This is an optimization exercise on Yosys and OpenROAD, whose aim is small area and a short achievable clock period, not a production implementation. RTL that was checked went through simulation tests only; none was proved equivalent to the original. Power is estimated from default activity; no workload was simulated.

==> exp/garnet <==
==> flow/design.v <==
package rob_pkg;
   typedef enum logic [1:0] {
      kind_alu    = 2'd0,
      kind_load   = 2'd1,
      kind_branch = 2'd2,
      kind_none   = 2'd3
   } inst_kind_t;
   typedef logic [$clog2(16):0] rob_ptr_t;
   typedef struct packed {
      inst_kind_t          kind;
      logic [5-1:0]   dest;        
      logic [32-1:0]    value;       
      logic                busy;
      logic                ready;
      logic                pred_taken;
      logic [32-1:0]    pred_pc;
      logic [32-1:0]    taken_pc;    
      logic [32-1:0]    pc4;         
   } rob_entry_t;
   localparam int ENTRY_W = 2 + 5 + 4*32 + 3;
endpackage
`timescale 1ns/1ps
module result_bus (
   input  logic                  clk,
   input  logic                  rst,
   input  logic                  alu_req,
   input  logic [4-1:0] alu_tag,
   input  logic [32-1:0]      alu_value,
   input  logic                  load_req,
   input  logic [4-1:0] load_tag,
   input  logic [32-1:0]      load_value,
   output logic                  alu_grant,
   output logic                  load_grant,
   output logic                  cdb_valid,
   output logic [4-1:0] cdb_tag,
   output logic [32-1:0]      cdb_value
);
   logic last_load;   
   assign alu_grant  = alu_req & (~load_req | last_load);
   assign load_grant = load_req & (~alu_req | ~last_load);
   always_ff @(posedge clk or negedge rst) begin
      if (!rst) begin
         last_load <= 1'b1;   
      end else if (alu_grant) begin
         last_load <= 1'b0;
      end else if (load_grant) begin
         last_load <= 1'b1;
      end
   end
   assign cdb_valid = alu_grant | load_grant;
   assign cdb_tag   = load_grant ? load_tag : alu_tag;
   assign cdb_value = load_grant ? load_value : alu_value;
endmodule
`timescale 1ns/1ps
module branch_check (
   input  logic is_branch,
   input  logic ready,
   input  logic pred_taken,
   input  logic sure_miss,    
   input  logic taken,        
   output logic mispredict
);
   assign mispredict = is_branch && ready && ((taken != pred_taken) || sure_miss);
endmodule
`timescale 1ns/1ps
module rob_core (
   input  logic                  clk,
   input  logic                  rst,
   input  logic [1:0]            issue_kind,
   input  logic [5-1:0]     issue_dest,
   input  logic [32-1:0]      issue_pc4,
   input  logic [32-1:0]      issue_offset,   
   input  logic                  issue_pred_taken,
   input  logic [32-1:0]      issue_pred_pc,
   input  logic                  cdb_valid,
   input  logic [4-1:0] cdb_tag,
   input  logic [32-1:0]      cdb_value,
   output logic                  stall,
   output logic [4-1:0] alloc_tag,
   output logic                  commit_valid,
   output logic [5-1:0]     commit_dest,
   output logic [32-1:0]      commit_value,
   output logic                  mispredict,
   output logic [32-1:0]      pc_resolved
);
   localparam int N = 16;
   logic [32-1:0]  word_a [0:N-1];
   logic [5-1:0] info   [0:N-1];
   logic [N-1:0]      rdy;
   logic [N-1:0]      br;
   logic [N-1:0]      tkn;
   logic [N-1:0]      misp_vec;
   logic [32-1:0]  alt_pc;       
   logic              alt_busy;     
   rob_pkg::rob_ptr_t     head_ptr;
   rob_pkg::rob_ptr_t     tail_ptr;
   logic [4-1:0] head_idx;
   logic [4-1:0] tail_idx;
   logic full;
   logic head_valid;
   logic retire;
   logic commit_next;
   logic issue_ok;
   logic [32-1:0]  taken_pc;
   logic [32-1:0]  new_a;
   logic [5-1:0] new_info;
   logic              new_br;
   logic              new_sure;
   logic              cdb_taken;
   assign head_idx = head_ptr[4-1:0];
   assign tail_idx = tail_ptr[4-1:0];
   assign full       = (head_ptr[4] != tail_ptr[4]) && (head_idx == tail_idx);
   assign head_valid = head_ptr != tail_ptr;
   assign stall      = full;
   assign alloc_tag  = tail_idx;
   for (genvar i = 0; i < N; i++) begin : g_res
      branch_check i_bc (
         .is_branch  (br[i]),
         .ready      (rdy[i]),
         .pred_taken (info[i][0]),
         .sure_miss  (info[i][1]),
         .taken      (tkn[i]),
         .mispredict (misp_vec[i])
      );
   end
   assign mispredict  = head_valid && misp_vec[head_idx];
   assign pc_resolved = (info[head_idx][1] && tkn[head_idx]) ? alt_pc : word_a[head_idx];
   assign retire      = head_valid && rdy[head_idx] && !mispredict;
   assign commit_next = retire && !br[head_idx];
   assign issue_ok    = !full && !mispredict && issue_kind != rob_pkg::kind_none;
   always_ff @(posedge clk or negedge rst) begin
      if (!rst) begin
         head_ptr     <= '0;
         tail_ptr     <= '0;
         commit_valid <= 1'b0;
         alt_busy     <= 1'b0;
      end else if (mispredict) begin
         head_ptr     <= tail_ptr;
         commit_valid <= 1'b0;
         alt_busy     <= 1'b0;
      end else begin
         if (retire) head_ptr <= head_ptr + 1'b1;
         if (issue_ok) tail_ptr <= tail_ptr + 1'b1;
         commit_valid <= commit_next;
         if (issue_ok && new_sure) alt_busy <= 1'b1;
      end
   end
   assign taken_pc  = issue_pc4 + issue_offset;
   assign new_br    = issue_kind == rob_pkg::kind_branch;
   assign new_sure  = new_br && issue_pred_taken && issue_pred_pc != taken_pc;
   assign new_a     = issue_pred_taken ? issue_pc4 : taken_pc;
   assign new_info  = new_br ? {3'b000, new_sure, issue_pred_taken} : issue_dest;
   assign cdb_taken = |cdb_value;
   always_ff @(posedge clk) begin
      if (!alt_busy && !full && !mispredict && new_sure) begin
         alt_pc <= taken_pc;
      end
   end
   logic [N-1:0] iss_sel;    
   logic [N-1:0] cdb_sel;    
   logic [N-1:0] val_sel;    
   logic [N-1:0] keep_a;
   always_comb begin
      for (int i = 0; i < N; i++) begin
         iss_sel[i] = !full && tail_idx == i;
         cdb_sel[i] = cdb_valid && cdb_tag == i;
         val_sel[i] = cdb_sel[i] && !br[i] && !iss_sel[i];
         keep_a[i]  = !iss_sel[i] && !val_sel[i];
      end
   end
   always_ff @(posedge clk) begin
      for (int i = 0; i < N; i++) begin
         word_a[i] <= ({32{iss_sel[i]}} & new_a) |
                      ({32{val_sel[i]}} & cdb_value) |
                      ({32{keep_a[i]}}  & word_a[i]);
      end
   end
   always_ff @(posedge clk) begin
      for (int i = 0; i < N; i++) begin
         if (iss_sel[i]) begin
            info[i] <= new_info;
            br[i]   <= new_br;
            rdy[i]  <= 1'b0;
         end else if (cdb_sel[i]) begin
            rdy[i]  <= 1'b1;
         end
         if (cdb_sel[i]) begin
            tkn[i] <= cdb_taken;
         end
      end
   end
   always_ff @(posedge clk) begin
      if (commit_next) begin
         commit_dest  <= info[head_idx];
         commit_value <= word_a[head_idx];
      end
   end
endmodule
`timescale 1ns/1ps
module rob_top (
   input  logic                  clk,
   input  logic                  rst,
   input  logic [1:0]            issue_kind,
   input  logic [5-1:0]     issue_dest,
   input  logic [32-1:0]      issue_pc4,
   input  logic [32-1:0]      issue_offset,
   input  logic                  issue_pred_taken,
   input  logic [32-1:0]      issue_pred_pc,
   input  logic                  alu_req,
   input  logic [4-1:0] alu_tag,
   input  logic [32-1:0]      alu_value,
   input  logic                  load_req,
   input  logic [4-1:0] load_tag,
   input  logic [32-1:0]      load_value,
   output logic                  alu_grant,
   output logic                  load_grant,
   output logic                  stall,
   output logic [4-1:0] alloc_tag,
   output logic                  commit_valid,
   output logic [5-1:0]     commit_dest,
   output logic [32-1:0]      commit_value,
   output logic                  mispredict,
   output logic [32-1:0]      pc_resolved
);
   logic                  cdb_valid;
   logic [4-1:0] cdb_tag;
   logic [32-1:0]      cdb_value;
   result_bus i_result_bus (
      .clk        (clk),
      .rst        (rst),
      .alu_req    (alu_req),
      .alu_tag    (alu_tag),
      .alu_value  (alu_value),
      .load_req   (load_req),
      .load_tag   (load_tag),
      .load_value (load_value),
      .alu_grant  (alu_grant),
      .load_grant (load_grant),
      .cdb_valid  (cdb_valid),
      .cdb_tag    (cdb_tag),
      .cdb_value  (cdb_value)
   );
   rob_core i_rob_core (
      .clk              (clk),
      .rst              (rst),
      .issue_kind       (issue_kind),
      .issue_dest       (issue_dest),
      .issue_pc4        (issue_pc4),
      .issue_offset     (issue_offset),
      .issue_pred_taken (issue_pred_taken),
      .issue_pred_pc    (issue_pred_pc),
      .cdb_valid        (cdb_valid),
      .cdb_tag          (cdb_tag),
      .cdb_value        (cdb_value),
      .stall            (stall),
      .alloc_tag        (alloc_tag),
      .commit_valid     (commit_valid),
      .commit_dest      (commit_dest),
      .commit_value     (commit_value),
      .mispredict       (mispredict),
      .pc_resolved      (pc_resolved)
   );
endmodule
==> flow/run.sh <==
#!/bin/bash
# synth_recipe.tcl (not shown) runs the flow's synth.tcl, then flattens the netlist and writes it again
# the make line also repeats each setting of config.mk as NAME=value (left out here)
make -C /OpenROAD-flow-scripts/flow DESIGN_CONFIG=/design/flow/config.mk WORK_HOME=/design/flow/orfs CLKGATE_MAP_FILE= SYNTH_SCRIPT=/design/flow/synth_recipe.tcl finish
==> flow/config.mk <==
export PLATFORM = sky130hd
export DESIGN_NAME = rob_top
export DESIGN_NICKNAME = rob_top
export VERILOG_FILES = /design/flow/design.v
export SDC_FILE = /design/flow/constraint.sdc
export NUM_CORES = 4
export LEC_CHECK = 0
export ABC_CLOCK_PERIOD_IN_PS = 4000
export CAP_MARGIN = 20
export CORE_MARGIN = 2
export CORE_UTILIZATION = 30
export PLACE_DENSITY = 0.45
export SETUP_SLACK_MARGIN = 4.0
export SLEW_MARGIN = 20
==> flow/constraint.sdc <==
create_clock -name core_clock -period 8.0 [get_ports {clk}]
set_input_delay 1.6000 -clock core_clock [delete_from_list [all_inputs] [get_ports {clk}]]
set_output_delay 1.6000 -clock core_clock [all_outputs]
set_load 0.01 [all_outputs]
==> inputs of exp/zinc, as changes to exp/garnet <==
--- a/flow/design.v
+++ b/flow/design.v
@@ -6,5 +6,6 @@
       kind_none   = 2'd3
    } inst_kind_t;
-   typedef logic [$clog2(16):0] rob_ptr_t;
+   localparam int ROB_PTR_W = $clog2(16) + 1;
+   typedef logic [ROB_PTR_W-1:0] rob_ptr_t;
    typedef struct packed {
       inst_kind_t          kind;
@@ -59,7 +60,14 @@
    input  logic sure_miss,    
    input  logic taken,        
-   output logic mispredict
+   input  logic res_write,    
+   input  logic res_taken,    
+   output logic mispredict,   
+   output logic use_alt       
 );
-   assign mispredict = is_branch && ready && ((taken != pred_taken) || sure_miss);
+   logic taken_nx;
+   assign taken_nx   = res_write ? res_taken : taken;
+   assign mispredict = is_branch && (ready || res_write) &&
+                       ((taken_nx != pred_taken) || sure_miss);
+   assign use_alt    = sure_miss && taken_nx;
 endmodule
 `timescale 1ns/1ps
@@ -114,5 +122,13 @@
    assign stall      = full;
    assign alloc_tag  = tail_idx;
+   logic [N-1:0]          cdb_sel;    
+   logic [N-1:0]          alt_vec;
+   logic [4-1:0] next_idx;   
+   logic [rob_pkg::ROB_PTR_W-1:0] count;
+   logic                  misp_q;
+   logic                  alt_q;
+   logic [32-1:0]      pc_q;
    for (genvar i = 0; i < N; i++) begin : g_res
+      assign cdb_sel[i] = cdb_valid && cdb_tag == i;
       branch_check i_bc (
          .is_branch  (br[i]),
@@ -121,12 +137,37 @@
          .sure_miss  (info[i][1]),
          .taken      (tkn[i]),
-         .mispredict (misp_vec[i])
+         .res_write  (cdb_sel[i]),
+         .res_taken  (cdb_taken),
+         .mispredict (misp_vec[i]),
+         .use_alt    (alt_vec[i])
       );
    end
-   assign mispredict  = head_valid && misp_vec[head_idx];
-   assign pc_resolved = (info[head_idx][1] && tkn[head_idx]) ? alt_pc : word_a[head_idx];
+   assign next_idx = head_idx + 1'b1;
+   assign count    = tail_ptr - head_ptr;
+   assign mispredict  = misp_q;
+   assign pc_resolved = alt_q ? alt_pc : pc_q;
    assign retire      = head_valid && rdy[head_idx] && !mispredict;
    assign commit_next = retire && !br[head_idx];
    assign issue_ok    = !full && !mispredict && issue_kind != rob_pkg::kind_none;
+   always_ff @(posedge clk or negedge rst) begin
+      if (!rst) begin
+         misp_q <= 1'b0;
+      end else if (mispredict) begin
+         misp_q <= 1'b0;
+      end else if (retire) begin
+         misp_q <= |count[rob_pkg::ROB_PTR_W-1:1] && misp_vec[next_idx];
+      end else begin
+         misp_q <= head_valid && misp_vec[head_idx];
+      end
+   end
+   always_ff @(posedge clk) begin
+      if (retire) begin
+         alt_q <= alt_vec[next_idx];
+         pc_q  <= word_a[next_idx];
+      end else begin
+         alt_q <= alt_vec[head_idx];
+         pc_q  <= word_a[head_idx];
+      end
+   end
    always_ff @(posedge clk or negedge rst) begin
       if (!rst) begin
@@ -158,5 +199,4 @@
    end
    logic [N-1:0] iss_sel;    
-   logic [N-1:0] cdb_sel;    
    logic [N-1:0] val_sel;    
    logic [N-1:0] keep_a;
@@ -164,5 +204,4 @@
       for (int i = 0; i < N; i++) begin
          iss_sel[i] = !full && tail_idx == i;
-         cdb_sel[i] = cdb_valid && cdb_tag == i;
          val_sel[i] = cdb_sel[i] && !br[i] && !iss_sel[i];
          keep_a[i]  = !iss_sel[i] && !val_sel[i];
==> inputs of exp/tundra, as changes to exp/garnet <==
--- a/flow/design.v
+++ b/flow/design.v
@@ -157,33 +157,16 @@
       end
    end
-   logic [N-1:0] iss_sel;    
-   logic [N-1:0] cdb_sel;    
-   logic [N-1:0] val_sel;    
-   logic [N-1:0] keep_a;
-   always_comb begin
-      for (int i = 0; i < N; i++) begin
-         iss_sel[i] = !full && tail_idx == i;
-         cdb_sel[i] = cdb_valid && cdb_tag == i;
-         val_sel[i] = cdb_sel[i] && !br[i] && !iss_sel[i];
-         keep_a[i]  = !iss_sel[i] && !val_sel[i];
-      end
-   end
    always_ff @(posedge clk) begin
       for (int i = 0; i < N; i++) begin
-         word_a[i] <= ({32{iss_sel[i]}} & new_a) |
-                      ({32{val_sel[i]}} & cdb_value) |
-                      ({32{keep_a[i]}}  & word_a[i]);
-      end
-   end
-   always_ff @(posedge clk) begin
-      for (int i = 0; i < N; i++) begin
-         if (iss_sel[i]) begin
-            info[i] <= new_info;
-            br[i]   <= new_br;
-            rdy[i]  <= 1'b0;
-         end else if (cdb_sel[i]) begin
-            rdy[i]  <= 1'b1;
+         if (!full && tail_idx == i) begin
+            word_a[i] <= new_a;
+            info[i]   <= new_info;
+            br[i]     <= new_br;
+            rdy[i]    <= 1'b0;
+         end else if (cdb_valid && cdb_tag == i) begin
+            if (!br[i]) word_a[i] <= cdb_value;
+            rdy[i] <= 1'b1;
          end
-         if (cdb_sel[i]) begin
+         if (cdb_valid && cdb_tag == i) begin
             tkn[i] <= cdb_taken;
          end
Settings changed: ABC_CLOCK_PERIOD_IN_PS 4000 to unset, SETUP_SLACK_MARGIN 4.0 to 0.3.
==> qor summary <==
Register share of the cell area: exp/garnet 34.9%; exp/zinc 33.2%; exp/tundra 49.3%
Global routing usage on met3: exp/garnet 4.27%; exp/zinc 5.23%; exp/tundra 3.32%
Area of placed instances: exp/garnet 39100 um^2; exp/zinc 45000 um^2; exp/tundra 40800 um^2
FFs w/ async S/R, synth: exp/garnet 1.80%; exp/zinc 1.85%; exp/tundra 1.80%
Switching pwr: exp/garnet 8.36 mW; exp/zinc 9.78 mW; exp/tundra 7.06 mW
Die Outline Area: exp/garnet 118000 um^2; exp/zinc 138000 um^2; exp/tundra 123000 um^2
Required time of the critical path: exp/garnet 6400 ps; exp/zinc 8460 ps; exp/tundra 6400 ps
Share of the cycle needed by the critical path after routing: exp/garnet 63.5%; exp/zinc 60.1%; exp/tundra 86.0%
Switching part of the total power: exp/garnet 39.8%; exp/zinc 45.2%; exp/tundra 41.2%
Met1 capacity usage during global routing: exp/garnet 38.4%; exp/zinc 42.8%; exp/tundra 35.4%
Fraction of area in multi-input gates: exp/garnet 40.8%; exp/zinc 45.8%; exp/tundra 31.4%
Power density normalized to cell area: exp/garnet 449 nW/um^2; exp/zinc 426 nW/um^2; exp/tundra 394 nW/um^2
Result of the run: exp/garnet timing/DRC/antenna clean; exp/zinc timing/DRC/antenna clean; exp/tundra timing/DRC/antenna clean
For exp/garnet and exp/zinc, only the layout was checked, not whether the RTL still works.

[re-timing with driven ports]
In the flow no input, the clock included, has a driving cell. The finished layouts below were timed again as built, in two steps. Step 1: set_driving_cell puts a clkbuf_16 on clk and a buf_2 on each other input, an assumption about the parent block. Step 2 moves the port delays by t, midway between the first and last clock arrival at a register: inputs arrive t later, outputs are due t later. That takes back most of the time a late clock gives input paths. Slacks: ideal ports / drivers / drivers and shift; pairs: ideal ports / drivers.
| run | t (ns) | slack for setup (ns) | hold WS [ns] | latest minus earliest clock arrival (ns) | worst register clock-pin slew, ns |
|---|---|---|---|---|---|
| exp/garnet | 0.721 | 2.920 / 2.849 / 2.279 | 0.498 / 0.498 / 0.498 | 0.038 / 0.038 | 0.07 / 0.07 |
| exp/zinc | 0.783 | 3.196 / 3.229 / 2.446 | 0.498 / 0.498 / 0.498 | 0.039 / 0.038 | 0.07 / 0.07 |
| exp/tundra | 0.719 | 1.119 / 1.047 / 1.458 | 0.505 / 0.505 / 0.505 | 0.041 / 0.040 | 0.07 / 0.07 |
After both steps every run listed still meets setup and hold. The setup slack of exp/zinc, which loses most, moves by +0.033 ns with the drivers and by -0.750 ns with both steps.
